From an optimization exercise on the open Yosys and OpenROAD flow, aimed at small area and a short achievable clock period; shortcuts taken in it are not production practice.
Only simulation tests tie the RTL to the original design; equivalence was not proved.

==> exp/violet <==
==> flow/design.v <==
module if_npc_btb (
   input  logic        cpu_clk,
   input  logic        cpu_rstn,
   input  logic [31:0] pc,
   input  logic        if_valid,
   output logic        pred_taken,
   output logic [31:0] pred_target,
   output logic [31:0] npc,
   input  logic        ex_valid,
   input  logic [31:0] ex_pc,
   input  logic        ex_taken,
   input  logic [31:0] ex_target,
   input  logic        ex_pred_taken,
   input  logic [31:0] ex_pred_target,
   output logic        pred_error,
   output logic        jump_taken,
   output logic [31:0] mispred_cnt
);
   logic [15:0] r_valid;
   logic [1:0]  r_ctr    [16];
   logic [25:0] r_tag    [16];
   logic [29:0] r_target [16];
   logic [31:0] r_mispred_cnt;
   logic [15:0]      w_sel, w_ex_sel, w_tk;
   logic [16*26-1:0] w_tags;
   logic [16*30-1:0] w_tgt_in;
   logic [16*29-1:0] w_ex_in;
   always_comb begin
      for (int e = 0; e < 16; e++) begin
         w_sel[e]    = (pc[5:2] == 4'(e));
         w_ex_sel[e] = (ex_pc[5:2] == 4'(e));
         w_tk[e]     = r_valid[e] & r_ctr[e][1];
         w_tags[e*26 +: 26]   = r_tag[e];
         w_tgt_in[e*30 +: 30] = r_target[e];
         w_ex_in[e*29 +: 29]  = {r_valid[e], r_ctr[e], r_tag[e]};
      end
   end
   logic [3:0]  w_dlo, w_dhi;
   logic        w_en;
   logic [15:0] w_m1, w_m2;
   logic [3:0]  w_ptn;
   logic        w_pt;
   btb_dec2 u_dlo (.a(pc[3:2]), .y(w_dlo));
   btb_dec2 u_dhi (.a(pc[5:4]), .y(w_dhi));
   assign w_en = cpu_rstn & if_valid;
   for (genvar e = 0; e < 16; e++) begin : g_match
      btb_match u_match (.a(r_tag[e]), .b(pc[31:6]), .tk(w_tk[e]), .lo(w_dlo[e%4]),
                         .hi(w_dhi[e/4]), .en(w_en), .m1(w_m1[e]), .m2(w_m2[e]));
   end
   btb_hitor u_pt0 (.m1(w_m1), .m2(w_m2), .ptn(w_ptn[0]), .pt(w_pt));
   btb_hitor u_pt1 (.m1(w_m1), .m2(w_m2), .ptn(w_ptn[1]), .pt());
   btb_hitor u_pt2 (.m1(w_m1), .m2(w_m2), .ptn(w_ptn[2]), .pt());
   btb_hitor u_pt3 (.m1(w_m1), .m2(w_m2), .ptn(w_ptn[3]), .pt());
   assign pred_taken = w_pt;
   logic [29:0] w_rd_target_n;
   btb_rdmux #(30) u_pc_rd (.sel(w_sel), .d(w_tgt_in), .qn(w_rd_target_n));
   logic [31:0] w_pc_plus4, w_tgt, w_redir, w_npc_t, w_npc_n;
   assign w_pc_plus4 = pc + 32'd4;
   assign w_tgt      = {~w_rd_target_n, 2'b00};
   assign pred_error = cpu_rstn & ex_valid &
                       ((ex_taken != ex_pred_taken) |
                        (ex_taken & (ex_target != ex_pred_target)));
   assign jump_taken = cpu_rstn & ex_valid & ex_taken & ~pred_error;
   assign w_redir    = ex_taken ? ex_target : (ex_pc + 32'd4);
   assign w_npc_t    = pred_error ? w_redir : w_tgt;
   assign w_npc_n    = pred_error ? w_redir : w_pc_plus4;
   btb_muxi #(16) u_out0 (.s(w_ptn[0]), .an(~w_pc_plus4[15:0]),  .bn(~w_tgt[15:0]),    .y(pred_target[15:0]));
   btb_muxi #(16) u_out1 (.s(w_ptn[1]), .an(~w_pc_plus4[31:16]), .bn(~w_tgt[31:16]),   .y(pred_target[31:16]));
   btb_muxi #(16) u_out2 (.s(w_ptn[2]), .an(~w_npc_n[15:0]),     .bn(~w_npc_t[15:0]),  .y(npc[15:0]));
   btb_muxi #(16) u_out3 (.s(w_ptn[3]), .an(~w_npc_n[31:16]),    .bn(~w_npc_t[31:16]), .y(npc[31:16]));
   logic       w_ex_rd_valid, w_ex_hit, w_ctr_we, w_ent_we;
   logic [1:0] w_ex_rd_ctr, w_ctr_nxt;
   logic [25:0] w_ex_rd_tag;
   logic [28:0] w_ex_rd_n;
   btb_rdmux #(29) u_ex_rd (.sel(w_ex_sel), .d(w_ex_in), .qn(w_ex_rd_n));
   assign {w_ex_rd_valid, w_ex_rd_ctr, w_ex_rd_tag} = ~w_ex_rd_n;
   assign w_ex_hit = w_ex_rd_valid & (w_ex_rd_tag == ex_pc[31:6]);
   assign w_ctr_we = cpu_rstn & ex_valid & (w_ex_hit | ex_taken);
   assign w_ent_we = cpu_rstn & ex_valid & ex_taken;
   always_comb begin
      if (!w_ex_hit)
         w_ctr_nxt = 2'b10;
      else if (ex_taken)
         w_ctr_nxt = (w_ex_rd_ctr == 2'b11) ? 2'b11 : w_ex_rd_ctr + 2'd1;
      else
         w_ctr_nxt = (w_ex_rd_ctr == 2'b00) ? 2'b00 : w_ex_rd_ctr - 2'd1;
   end
   always_ff @(posedge cpu_clk or negedge cpu_rstn) begin
      if (!cpu_rstn)
         r_valid <= '0;
      else
         r_valid <= r_valid | (w_ex_sel & {16{w_ent_we}});
   end
   always_ff @(posedge cpu_clk) begin
      for (int e = 0; e < 16; e++) begin
         if (w_ex_sel[e] && w_ctr_we) r_ctr[e] <= w_ctr_nxt;
         if (w_ex_sel[e] && w_ent_we) begin
            r_tag[e]    <= ex_pc[31:6];
            r_target[e] <= ex_target[31:2];
         end
      end
   end
   always_ff @(posedge cpu_clk or negedge cpu_rstn) begin
      if (!cpu_rstn)
         r_mispred_cnt <= 32'd0;
      else if (pred_error)
         r_mispred_cnt <= r_mispred_cnt + 32'd1;
   end
   assign mispred_cnt = r_mispred_cnt;
endmodule
module btb_rdmux #(parameter int W = 1) (
   input  logic [15:0]     sel,
   input  logic [16*W-1:0] d,
   output logic [W-1:0]    qn
);
   for (genvar i = 0; i < W; i++) begin : g_bit
      logic [5:0] y;
      logic [1:0] z;
      for (genvar j = 0; j < 5; j++) begin : g_a
         btb_a222oi u_a (.a1(sel[3*j]),   .a2(d[(3*j)*W+i]),
                         .b1(sel[3*j+1]), .b2(d[(3*j+1)*W+i]),
                         .c1(sel[3*j+2]), .c2(d[(3*j+2)*W+i]), .y(y[j]));
      end
      btb_nand2 u_n15 (.a(sel[15]), .b(d[15*W+i]), .y(y[5]));
      btb_nand3 u_z0 (.a(y[0]), .b(y[1]), .c(y[2]), .y(z[0]));
      btb_nand3 u_z1 (.a(y[3]), .b(y[4]), .c(y[5]), .y(z[1]));
      btb_nor2  u_q  (.a(z[0]), .b(z[1]), .y(qn[i]));
   end
endmodule
module btb_match (
   input  logic [25:0] a,
   input  logic [25:0] b,
   input  logic        tk,
   input  logic        lo,
   input  logic        hi,
   input  logic        en,
   output logic        m1,
   output logic        m2
);
   logic [27:0] t;
   logic [7:0]  n;
   for (genvar k = 0; k < 26; k++) begin : g_eq
      btb_xnor2 u_x (.a(a[k]), .b(b[k]), .y(t[k]));
   end
   assign t[26] = tk;
   assign t[27] = lo;
   for (genvar j = 0; j < 7; j++) begin : g_n
      btb_nand4 u_n (.a(t[4*j]), .b(t[4*j+1]), .c(t[4*j+2]), .d(t[4*j+3]), .y(n[j]));
   end
   btb_nand2 u_n7 (.a(hi), .b(en), .y(n[7]));
   btb_nor4 u_m1 (.a(n[0]), .b(n[1]), .c(n[2]), .d(n[3]), .y(m1));
   btb_nor4 u_m2 (.a(n[4]), .b(n[5]), .c(n[6]), .d(n[7]), .y(m2));
endmodule
module btb_dec2 (
   input  logic [1:0] a,
   output logic [3:0] y
);
   assign y = 4'b0001 << a;
endmodule
module btb_hitor (
   input  logic [15:0] m1,
   input  logic [15:0] m2,
   output logic        ptn,
   output logic        pt
);
   logic [7:0] a;
   logic [1:0] p;
   for (genvar j = 0; j < 8; j++) begin : g_a
      btb_a22oi u_a (.a1(m1[2*j]), .a2(m2[2*j]), .b1(m1[2*j+1]), .b2(m2[2*j+1]), .y(a[j]));
   end
   btb_nand4 u_p0 (.a(a[0]), .b(a[1]), .c(a[2]), .d(a[3]), .y(p[0]));
   btb_nand4 u_p1 (.a(a[4]), .b(a[5]), .c(a[6]), .d(a[7]), .y(p[1]));
   btb_nor2 u_ptn (.a(p[0]), .b(p[1]), .y(ptn));
   btb_or2  u_pt  (.a(p[0]), .b(p[1]), .y(pt));
endmodule
module btb_xnor2 (input logic a, b, output logic y);
   assign y = ~(a ^ b);
endmodule
module btb_nand4 (input logic a, b, c, d, output logic y);
   assign y = ~(a & b & c & d);
endmodule
module btb_nor4 (input logic a, b, c, d, output logic y);
   assign y = ~(a | b | c | d);
endmodule
module btb_nor3 (input logic a, b, c, output logic y);
   assign y = ~(a | b | c);
endmodule
module btb_nor2 (input logic a, b, output logic y);
   assign y = ~(a | b);
endmodule
module btb_or2 (input logic a, b, output logic y);
   assign y = a | b;
endmodule
module btb_a222oi (input logic a1, a2, b1, b2, c1, c2, output logic y);
   assign y = ~((a1 & a2) | (b1 & b2) | (c1 & c2));
endmodule
module btb_nand2 (input logic a, b, output logic y);
   assign y = ~(a & b);
endmodule
module btb_nand3 (input logic a, b, c, output logic y);
   assign y = ~(a & b & c);
endmodule
module btb_a22oi (input logic a1, a2, b1, b2, output logic y);
   assign y = ~((a1 & a2) | (b1 & b2));
endmodule
module btb_muxi #(parameter int W = 1) (
   input  logic         s,
   input  logic [W-1:0] an,
   input  logic [W-1:0] bn,
   output logic [W-1:0] y
);
   assign y = ~(s ? an : bn);
endmodule
==> flow/flow/run.sh <==
#!/bin/bash
# Standard synthesis and layout (standard.sh), with the extra ORFS settings
# in flow/extra.mk (port buffer cell, clock tree options).
set -uo pipefail
cat flow/extra.mk >> config.mk
bash standard.sh > flow_standard.log 2>&1
==> flow/flow/extra.mk <==
export BUFFER_PORTS_ARGS = -buffer_cell sky130_fd_sc_hd__buf_1
export CTS_ARGS = -sink_clustering_enable -repair_clock_nets -dont_use_dummy_load -sink_clustering_size 16 -sink_clustering_max_diameter 100 -buf_list {sky130_fd_sc_hd__clkbuf_8}
==> flow/standard.sh <==
#!/bin/bash
# synth_recipe.tcl (not shown) runs the flow's synth.tcl, then flattens the netlist and writes it again
# the make line also repeats each setting of config.mk as NAME=value (left out here)
make -C /OpenROAD-flow-scripts/flow DESIGN_CONFIG=/design/flow/config.mk WORK_HOME=/design/flow/orfs CLKGATE_MAP_FILE= SYNTH_SCRIPT=/design/flow/synth_recipe.tcl "${@:-finish}"
==> flow/config.mk <==
export PLATFORM = sky130hd
export DESIGN_NAME = if_npc_btb
export DESIGN_NICKNAME = if_npc_btb
export VERILOG_FILES = /design/flow/design.v
export SDC_FILE = /design/flow/constraint.sdc
export NUM_CORES = 4
export LEC_CHECK = 0
export CAP_MARGIN = 20
export CORE_MARGIN = 2
export CORE_UTILIZATION = 40
export SETUP_SLACK_MARGIN = 1.8
export SLEW_MARGIN = 20
export SYNTH_HIERARCHICAL = 1
export BUFFER_PORTS_ARGS = -buffer_cell sky130_fd_sc_hd__buf_1
export CTS_ARGS = -sink_clustering_enable -repair_clock_nets -dont_use_dummy_load -sink_clustering_size 16 -sink_clustering_max_diameter 100 -buf_list {sky130_fd_sc_hd__clkbuf_8}
==> flow/constraint.sdc <==
create_clock -name core_clock -period 6.5 [get_ports {cpu_clk}]
set_input_delay 1.3000 -clock core_clock [delete_from_list [all_inputs] [get_ports {cpu_clk}]]
set_output_delay 1.3000 -clock core_clock [all_outputs]
set_load 0.01 [all_outputs]
==> exp/nickel (differences from exp/violet) <==
==> flow/design.v, changed modules only <==
module if_npc_btb (
   input  logic        cpu_clk,
   input  logic        cpu_rstn,
   input  logic [31:0] pc,
   input  logic        if_valid,
   output logic        pred_taken,
   output logic [31:0] pred_target,
   output logic [31:0] npc,
   input  logic        ex_valid,
   input  logic [31:0] ex_pc,
   input  logic        ex_taken,
   input  logic [31:0] ex_target,
   input  logic        ex_pred_taken,
   input  logic [31:0] ex_pred_target,
   output logic        pred_error,
   output logic        jump_taken,
   output logic [31:0] mispred_cnt
);
   logic [15:0] r_valid;
   logic [1:0]  r_ctr    [16];
   logic [25:0] r_tag    [16];
   logic [29:0] r_target [16];
   logic [31:0] r_mispred_cnt;
   logic [15:0]      w_sel, w_hsel, w_ex_sel, w_tk;
   logic [16*26-1:0] w_tags;
   logic [16*30-1:0] w_tgt_in;
   logic [16*29-1:0] w_ex_in;
   always_comb begin
      for (int e = 0; e < 16; e++) begin
         w_sel[e]    = (pc[5:2] == 4'(e));
         w_hsel[e]   = cpu_rstn & if_valid & (pc[5:2] == 4'(e));
         w_ex_sel[e] = (ex_pc[5:2] == 4'(e));
         w_tk[e]     = r_valid[e] & r_ctr[e][1];
         w_tags[e*26 +: 26]   = r_tag[e];
         w_tgt_in[e*30 +: 30] = r_target[e];
         w_ex_in[e*29 +: 29]  = {r_valid[e], r_ctr[e], r_tag[e]};
      end
   end
   logic [15:0] w_m1, w_m2;
   logic [3:0]  w_ptn;
   logic        w_pt;
   logic [29:0] w_rd_target;
   for (genvar e = 0; e < 16; e++) begin : g_match
      btb_match u_match (.a(r_tag[e]), .b(pc[31:6]), .tk(w_tk[e]), .sel(w_hsel[e]),
                         .m1(w_m1[e]), .m2(w_m2[e]));
   end
   btb_hitor u_pt0 (.m1(w_m1), .m2(w_m2), .ptn(w_ptn[0]), .pt(w_pt));
   btb_hitor u_pt1 (.m1(w_m1), .m2(w_m2), .ptn(w_ptn[1]), .pt());
   btb_hitor u_pt2 (.m1(w_m1), .m2(w_m2), .ptn(w_ptn[2]), .pt());
   btb_hitor u_pt3 (.m1(w_m1), .m2(w_m2), .ptn(w_ptn[3]), .pt());
   assign pred_taken = w_pt;
   btb_rdmux #(30) u_pc_rd (.sel(w_sel), .d(w_tgt_in), .q(w_rd_target));
   logic [31:0] w_pc_plus4, w_tgt, w_redir, w_npc_t, w_npc_n;
   assign w_pc_plus4 = pc + 32'd4;
   assign w_tgt      = {w_rd_target, 2'b00};
   assign pred_error = cpu_rstn & ex_valid &
                       ((ex_taken != ex_pred_taken) |
                        (ex_taken & (ex_target != ex_pred_target)));
   assign jump_taken = cpu_rstn & ex_valid & ex_taken & ~pred_error;
   assign w_redir    = ex_taken ? ex_target : (ex_pc + 32'd4);
   assign w_npc_t    = pred_error ? w_redir : w_tgt;
   assign w_npc_n    = pred_error ? w_redir : w_pc_plus4;
   btb_mux2 #(16) u_out0 (.s(w_ptn[0]), .a(w_pc_plus4[15:0]),  .b(w_tgt[15:0]),    .y(pred_target[15:0]));
   btb_mux2 #(16) u_out1 (.s(w_ptn[1]), .a(w_pc_plus4[31:16]), .b(w_tgt[31:16]),   .y(pred_target[31:16]));
   btb_mux2 #(16) u_out2 (.s(w_ptn[2]), .a(w_npc_n[15:0]),     .b(w_npc_t[15:0]),  .y(npc[15:0]));
   btb_mux2 #(16) u_out3 (.s(w_ptn[3]), .a(w_npc_n[31:16]),    .b(w_npc_t[31:16]), .y(npc[31:16]));
   logic       w_ex_rd_valid, w_ex_hit, w_ctr_we, w_ent_we;
   logic [1:0] w_ex_rd_ctr, w_ctr_nxt;
   logic [25:0] w_ex_rd_tag;
   btb_rdmux #(29) u_ex_rd (.sel(w_ex_sel), .d(w_ex_in), .q({w_ex_rd_valid, w_ex_rd_ctr, w_ex_rd_tag}));
   assign w_ex_hit = w_ex_rd_valid & (w_ex_rd_tag == ex_pc[31:6]);
   assign w_ctr_we = cpu_rstn & ex_valid & (w_ex_hit | ex_taken);
   assign w_ent_we = cpu_rstn & ex_valid & ex_taken;
   always_comb begin
      if (!w_ex_hit)
         w_ctr_nxt = 2'b10;
      else if (ex_taken)
         w_ctr_nxt = (w_ex_rd_ctr == 2'b11) ? 2'b11 : w_ex_rd_ctr + 2'd1;
      else
         w_ctr_nxt = (w_ex_rd_ctr == 2'b00) ? 2'b00 : w_ex_rd_ctr - 2'd1;
   end
   always_ff @(posedge cpu_clk or negedge cpu_rstn) begin
      if (!cpu_rstn)
         r_valid <= '0;
      else
         r_valid <= r_valid | (w_ex_sel & {16{w_ent_we}});
   end
   always_ff @(posedge cpu_clk) begin
      for (int e = 0; e < 16; e++) begin
         if (w_ex_sel[e] && w_ctr_we) r_ctr[e] <= w_ctr_nxt;
         if (w_ex_sel[e] && w_ent_we) begin
            r_tag[e]    <= ex_pc[31:6];
            r_target[e] <= ex_target[31:2];
         end
      end
   end
   always_ff @(posedge cpu_clk or negedge cpu_rstn) begin
      if (!cpu_rstn)
         r_mispred_cnt <= 32'd0;
      else if (pred_error)
         r_mispred_cnt <= r_mispred_cnt + 32'd1;
   end
   assign mispred_cnt = r_mispred_cnt;
endmodule
module btb_rdmux #(parameter int W = 1) (
   input  logic [15:0]     sel,
   input  logic [16*W-1:0] d,
   output logic [W-1:0]    q
);
   for (genvar i = 0; i < W; i++) begin : g_bit
      logic [5:0] y;
      logic [1:0] z;
      for (genvar j = 0; j < 5; j++) begin : g_a
         btb_a222oi u_a (.a1(sel[3*j]),   .a2(d[(3*j)*W+i]),
                         .b1(sel[3*j+1]), .b2(d[(3*j+1)*W+i]),
                         .c1(sel[3*j+2]), .c2(d[(3*j+2)*W+i]), .y(y[j]));
      end
      btb_nand2 u_n15 (.a(sel[15]), .b(d[15*W+i]), .y(y[5]));
      btb_nand3 u_z0 (.a(y[0]), .b(y[1]), .c(y[2]), .y(z[0]));
      btb_nand3 u_z1 (.a(y[3]), .b(y[4]), .c(y[5]), .y(z[1]));
      btb_or2   u_q  (.a(z[0]), .b(z[1]), .y(q[i]));
   end
endmodule
module btb_match (
   input  logic [25:0] a,
   input  logic [25:0] b,
   input  logic        tk,
   input  logic        sel,
   output logic        m1,
   output logic        m2
);
   logic [27:0] t;
   logic [6:0]  n;
   for (genvar k = 0; k < 26; k++) begin : g_eq
      btb_xnor2 u_x (.a(a[k]), .b(b[k]), .y(t[k]));
   end
   assign t[26] = tk;
   assign t[27] = sel;
   for (genvar j = 0; j < 7; j++) begin : g_n
      btb_nand4 u_n (.a(t[4*j]), .b(t[4*j+1]), .c(t[4*j+2]), .d(t[4*j+3]), .y(n[j]));
   end
   btb_nor4 u_m1 (.a(n[0]), .b(n[1]), .c(n[2]), .d(n[3]), .y(m1));
   btb_nor3 u_m2 (.a(n[4]), .b(n[5]), .c(n[6]), .y(m2));
endmodule
module btb_mux2 #(parameter int W = 1) (
   input  logic         s,
   input  logic [W-1:0] a,
   input  logic [W-1:0] b,
   output logic [W-1:0] y
);
   assign y = s ? a : b;
endmodule
// module btb_dec2 removed
// module btb_muxi removed
==> flow/flow/extra.mk (replaced) <==
export BUFFER_PORTS_ARGS = -buffer_cell sky130_fd_sc_hd__buf_1
export CTS_ARGS = -sink_clustering_enable -repair_clock_nets -dont_use_dummy_load -sink_clustering_size 24 -sink_clustering_max_diameter 120 -buf_list {sky130_fd_sc_hd__clkbuf_16}
- CORE_UTILIZATION: 40 -> 60
- CTS_ARGS: -sink_clustering_enable -repair_clock_nets -dont_use_dummy_load -sink_clustering_size 16 -sink_clustering_max_diameter 100 -buf_list {sky130_fd_sc_hd__clkbuf_8} -> -sink_clustering_enable -repair_clock_nets -dont_use_dummy_load -sink_clustering_size 24 -sink_clustering_max_diameter 120 -buf_list {sky130_fd_sc_hd__clkbuf_16}
- SETUP_SLACK_MARGIN: 1.8 -> 2.2
==> out/qor.yml <==
outcome: "timing/DRC/antenna clean"
layout.core_utilization_pct: 72.9
initial_utilization_pct: 60.4
combinationalPowerShare_pct: 12.4
drt-pass1-iter-count: 9
global_route.usage.met1_pct: 53.2
postCtsResizedCells: 340
endpoint: "npc[15]"
[end of results for exp/nickel]
==> out/qor.yml <==
drt-pass1-iter-count: 10
global_route.usage.met1_pct: 38.4
postCtsResizedCells: 534
combinationalPowerShare_pct: 13.5
outcome: "timing/DRC/antenna clean"
initial_utilization_pct: 40.2
endpoint: "npc[7]"
[end of results for exp/violet]

==> re-timing with driven ports <==
Ports are ideal in the flow. The routed layouts listed here were re-timed in OpenROAD. Step 1 sets driving cells, clkbuf_16 on the clock port and buf_2 on the other inputs (assumed; they add their load-dependent delay and slew). Step 2 also shifts input and output timing later by t, the mid clock arrival at the registers, as if the neighbouring blocks saw the same clock. Three values: no drivers, after step 1, after step 2; two values: the first two.
| run | shift t [ns] | setup WS [ns] | slew at the worst register clock pin (ns) | worst data-port slew with drivers (ns) |
|---|---|---|---|---|
| exp/violet | 0.795 | 1.310 / 1.255 / 0.971 | 0.12 / 0.12 | 0.14 |
| exp/nickel | 0.693 | 1.376 / 1.343 / 0.894 | 0.10 / 0.10 | 0.17 |
After both steps every run listed still meets setup and hold. For exp/nickel, which loses most, drivers alone change the setup slack by -0.033 ns; drivers and shift together by -0.482 ns.
